From an optimization exercise on the open Yosys and OpenROAD flow, aimed at small area; shortcuts taken in it are not production practice.
The clock input has no modelled driver; a real chip could not lean on it and would need a root buffer or a full tree.
No activity file was given, so power comes from the tool's default toggle rates.

Setup of v6:
==> module sift_front_top, before the edit <==
module sift_front_top (
    input  wire logic clk_100mhz,
    input  wire logic sys_rst,
    input  wire logic uart_rxd_i,
    input  wire logic send_req_i,
    output logic      uart_txd_o,
    output logic      frame_loaded_o,
    output logic      pyramid_done_o,
    output logic      busy_o
);
    function automatic logic [5:0] lfsr(input logic [5:0] v);
        lfsr = {v[4:0], ~(v[5] ^ v[4])};
    endfunction
    function automatic logic [1:0] jstep(input logic [1:0] v);
        jstep = {v[0], ~v[1]};
    endfunction
    logic       rxd_meta, rxd_sync;
    logic [4:0] rph;
    logic [5:0] rbaud;
    logic [7:0] rsh;
    logic       rx_wait, rx_stop, rx_data;
    logic       r9, r33, r0;
    logic       rstep, rkill;
    logic       rx_ok;       
    assign rx_wait = !rph[4] && !rph[0];
    assign rx_stop =  rph[4] && !rph[3];
    assign rx_data = !rx_wait && !rx_stop;
    assign r9      = (rbaud == 6'd9);      
    assign r33     = (rbaud == 6'd33);     
    assign r0      = (rbaud == 6'd0);
    assign rx_ok   = rx_stop && r9 && rxd_sync;
    assign rstep   = rx_wait ? (r33 && !rxd_sync) : r9;
    assign rkill   = sys_rst || (rx_wait ? (r33 || (r0 && rxd_sync)) : r9);
    always_ff @(posedge clk_100mhz) begin
        rxd_meta <= uart_rxd_i || sys_rst;
        rxd_sync <= rxd_meta || sys_rst;
        rbaud    <= rkill ? 6'd0 : lfsr(rbaud);
        if (sys_rst)    rph <= '0;
        else if (rstep) rph <= {rph[3:0], !rph[4]};
        if (rx_data && r9) rsh <= {rxd_sync, rsh[7:1]};
    end
    logic [7:0] ring [16];
    logic [3:0] ext;         
    logic       e2;          
    logic [3:0] ph;          
    logic [1:0] py, px;      
    logic       pdy, pdx;    
    logic       xl, yl;
    logic       hit;
    logic       pend;        
    logic       first;       
    logic       last;        
    logic       wr;
    logic [9:0] acc;
    logic [9:0] sum;
    logic [10:0] cy;
    logic [7:0] newv;
    assign hit   = (ph == {py, px});
    assign xl    = (px == 2'b10);
    assign yl    = (py == 2'b10);
    assign first = !pdy && !pdx;
    assign last  =  pdy &&  pdx;
    assign wr    = pend && hit && (!first || rx_data);
    assign acc   = first ? 10'd0 : {e2 && last, ext[0], ring[0]};
    always_comb begin
        cy[0] = 1'b0;
        for (int i = 0; i < 10; i++) begin
            sum[i]  = acc[i] ^ (i < 8 ? rsh[i] : 1'b0) ^ cy[i];
            cy[i+1] = (acc[i] & (i < 8 ? rsh[i] : 1'b0)) | (cy[i] & (acc[i] ^ (i < 8 ? rsh[i] : 1'b0)));
        end
    end
    assign newv = last ? sum[9:2] : sum[7:0];
    always_ff @(posedge clk_100mhz) begin
        for (int i = 0; i < 15; i++) ring[i] <= ring[i+1];
        ring[15] <= wr ? newv : ring[0];
        ext      <= {wr ? sum[8] : ext[0], ext[3:1]};
        if (wr) e2 <= sum[9];
    end
    localparam logic [3:0] Q_STOP = 4'd9, Q_LEAD = 4'd10, Q_WA = 4'd11, Q_WB = 4'd12, Q_IDLE = 4'd15;
    logic [3:0] seq;
    logic [5:0] tb;
    logic       nb;
    logic       lastc;
    logic       term;
    assign lastc = xl && yl;
    assign term  = (tb == 6'd9 && (seq <= 4'd8 || seq == Q_WA)) ||
                   (seq == Q_LEAD && tb == 6'd3) ||
                   (seq == Q_STOP && tb == (lastc ? 6'd19 : 6'd38)) ||
                   (seq == Q_WB && tb == 6'd58);
    assign busy_o         = (seq <= Q_LEAD);
    assign frame_loaded_o = (seq == Q_WA) && (tb == 6'd1);
    assign pyramid_done_o = (seq == Q_WB) && term;
    always_ff @(posedge clk_100mhz) begin
        tb <= (seq == Q_IDLE || term) ? 6'd0 : lfsr(tb);
        if (sys_rst) begin
            seq        <= Q_IDLE;
            uart_txd_o <= 1'b1;
            ph         <= '0;
            py         <= '0;
            px         <= '0;
            pdy        <= 1'b0;
            pdx        <= 1'b0;
            pend       <= 1'b0;
        end else begin
            ph[1:0] <= jstep(ph[1:0]);
            if (ph[1:0] == 2'b10) ph[3:2] <= jstep(ph[3:2]);
            if (rx_ok) pend <= 1'b1;
            else if (wr) begin
                pend <= 1'b0;
                pdx  <= !pdx;
                if (pdx) begin
                    px <= jstep(px);
                    if (xl) begin
                        pdy <= !pdy;
                        if (pdy) py <= jstep(py);
                    end
                end
            end
            case (seq)
                Q_IDLE: begin
                    if (send_req_i)                  seq <= Q_LEAD;
                    else if (rx_ok && last && lastc) seq <= Q_WA;
                end
                Q_WA: if (term) seq <= Q_WB;
                Q_WB: if (term) seq <= send_req_i ? Q_LEAD : Q_IDLE;
                Q_LEAD: if (term) begin
                    seq        <= 4'd0;
                    uart_txd_o <= 1'b0;
                end
                Q_STOP: if (term) begin
                    px         <= jstep(px);
                    if (xl) py <= jstep(py);
                    seq        <= lastc ? Q_IDLE : 4'd0;
                    uart_txd_o <= lastc;
                end
                4'd8: if (term) begin
                    seq        <= Q_STOP;
                    uart_txd_o <= 1'b1;
                end
                default: if (term) begin
                    seq        <= seq + 1'b1;
                    uart_txd_o <= nb;
                end
            endcase
        end
    end
    always_ff @(posedge clk_100mhz) begin
        if (hit) nb <= ring[0][seq[2:0]];
    end
endmodule
==> flow/config.mk <==
export PLATFORM = sky130hd
export DESIGN_NAME = sift_front_top
export DESIGN_NICKNAME = sift_front_top
export VERILOG_FILES = /design/flow/design.v
export SDC_FILE = /design/flow/constraint.sdc
export NUM_CORES = 4
export LEC_CHECK = 0
export CAP_MARGIN = 20
export CORE_MARGIN = 2
export CORE_UTILIZATION = 50
export CTS_BUF_LIST = sky130_fd_sc_hd__clkbuf_8
export CTS_CLUSTER_DIAMETER = 100
export CTS_CLUSTER_SIZE = 30
export SLEW_MARGIN = 20
==> flow/constraint.sdc <==
create_clock -name core_clock -period 10.0 [get_ports {clk_100mhz}]
set_input_delay 2.0000 -clock core_clock [delete_from_list [all_inputs] [get_ports {clk_100mhz}]]
set_output_delay 2.0000 -clock core_clock [all_outputs]
set_load 0.01 [all_outputs]
standard.sh (not shown) runs the stock make flow with config.mk's settings and CLKGATE_MAP_FILE= SYNTH_SCRIPT=/design/flow/synth_recipe.tcl, a recipe that flattens the netlist after the stock synthesis.
==> flow/flow/run.sh <==
#!/bin/bash
# The standard layout (the standard.sh, standard synthesis unchanged), with the clock
# tree replaced after clock tree synthesis by a flat one (flow/cts_post.tcl): the clock port
# drives a root clock inverter, which drives six leaf inverters, each driving the flip-flops
# of one sixth of the placement.
set -euo pipefail
here=$(pwd)
export POST_CTS_TCL="$here/flow/cts_post.tcl"
export CTS_ARGS="-sink_clustering_enable -repair_clock_nets -dont_use_dummy_load -buf_list sky130_fd_sc_hd__clkbuf_8"
export BUFFER_PORTS_ARGS="-buffer_cell sky130_fd_sc_hd__buf_1"
bash standard.sh > standard.log 2>&1
Other scripts of this flow, unchanged in this note and not shown: flow/flow/cts_post.tcl
Input changes introduced in v7 (baseline for comparison: v6):
diff --git a/flow/design.v b/flow/design.v
--- a/flow/design.v
+++ b/flow/design.v
@@ -57,25 +57,27 @@
     logic [9:0] sum;
     logic [10:0] cy;
     logic [7:0] newv;
+    logic [7:0] opnd;
     assign hit   = (ph == {py, px});
     assign xl    = (px == 2'b10);
     assign yl    = (py == 2'b10);
     assign first = !pdy && !pdx;
     assign last  =  pdy &&  pdx;
     assign wr    = pend && hit && (!first || rx_data);
-    assign acc   = first ? 10'd0 : {e2 && last, ext[0], ring[0]};
+    assign opnd  = wr ? rsh : 8'd0;
+    assign acc   = (first && wr) ? 10'd0 : {e2 && last, ext[0], ring[0]};
     always_comb begin
         cy[0] = 1'b0;
         for (int i = 0; i < 10; i++) begin
-            sum[i]  = acc[i] ^ (i < 8 ? rsh[i] : 1'b0) ^ cy[i];
-            cy[i+1] = (acc[i] & (i < 8 ? rsh[i] : 1'b0)) | (cy[i] & (acc[i] ^ (i < 8 ? rsh[i] : 1'b0)));
+            sum[i]  = acc[i] ^ (i < 8 ? opnd[i] : 1'b0) ^ cy[i];
+            cy[i+1] = (acc[i] & (i < 8 ? opnd[i] : 1'b0)) | (cy[i] & (acc[i] ^ (i < 8 ? opnd[i] : 1'b0)));
         end
     end
-    assign newv = last ? sum[9:2] : sum[7:0];
+    assign newv = (wr && last) ? sum[9:2] : sum[7:0];
     always_ff @(posedge clk_100mhz) begin
         for (int i = 0; i < 15; i++) ring[i] <= ring[i+1];
-        ring[15] <= wr ? newv : ring[0];
-        ext      <= {wr ? sum[8] : ext[0], ext[3:1]};
+        ring[15] <= newv;
+        ext      <= {sum[8], ext[3:1]};
         if (wr) e2 <= sum[9];
     end
     localparam logic [3:0] Q_STOP = 4'd9, Q_LEAD = 4'd10, Q_WA = 4'd11, Q_WB = 4'd12, Q_IDLE = 4'd15;
[summary]
- Worst endpoint data arrival time: v7 vs v6 up 0.79 ns
- Looking at number of standard cells in the layout, taps in and fillers out, v7 sits below v6.
- Worst path required time: v7 < v6
- Looking at v6 and v7, the number of antenna violations at the first check in global routing is a wash.
- Compared v6 against v7; number of pins with negative max-slew slack in the final report within noise.
- ~same sequential element share of the synthesized area in v6 and v7
- Comparing v6 and v7, the higher worst hold slack after final layout was measured on v7.
- Worst setup slack for v7 is lower than for v6.
- Area of the multi-input gates, v7 vs v6: up slightly
- Changes observed in v7 relative to v6: combinational share of power decreased by 0.7 points relative to the old numbers; overall power went down by 2.5%; area share of fa/ha/maj cells after synthesis did not really move; share of power burned in the clock network was more or less identical.
Function was not checked in any run of this note: the RTL went through the layout flow alone. In every run of this note, the design's own scripts or RTL, not TritonCTS, make the clock network.

==> separate check: timing with driven ports <==
The results above use ideal ports. As a check the final layouts listed here were re-extracted and re-timed, cells and wires unchanged. Step 1 sets driving cells, clkbuf_16 on the clock port and buf_2 on the other inputs (assumed; they add their load-dependent delay and slew). Step 2 also shifts input and output timing later by t, the mid clock arrival at the registers, as if the neighbouring blocks saw the same clock. a / b / c = ideal / step 1 / step 2; a / b = the first two.
run | shift t [ns] | setup slack, ns | hold WS [ns] | worst setup path after step 2
v6 | 0.327 | 5.973 / 5.973 / 5.973 | 0.325 / 0.325 / 0.325 | register to register
v7 | 0.318 | 5.139 / 5.139 / 5.139 | 0.330 / 0.330 / 0.330 | register to register
After both steps every run listed still meets setup and hold.
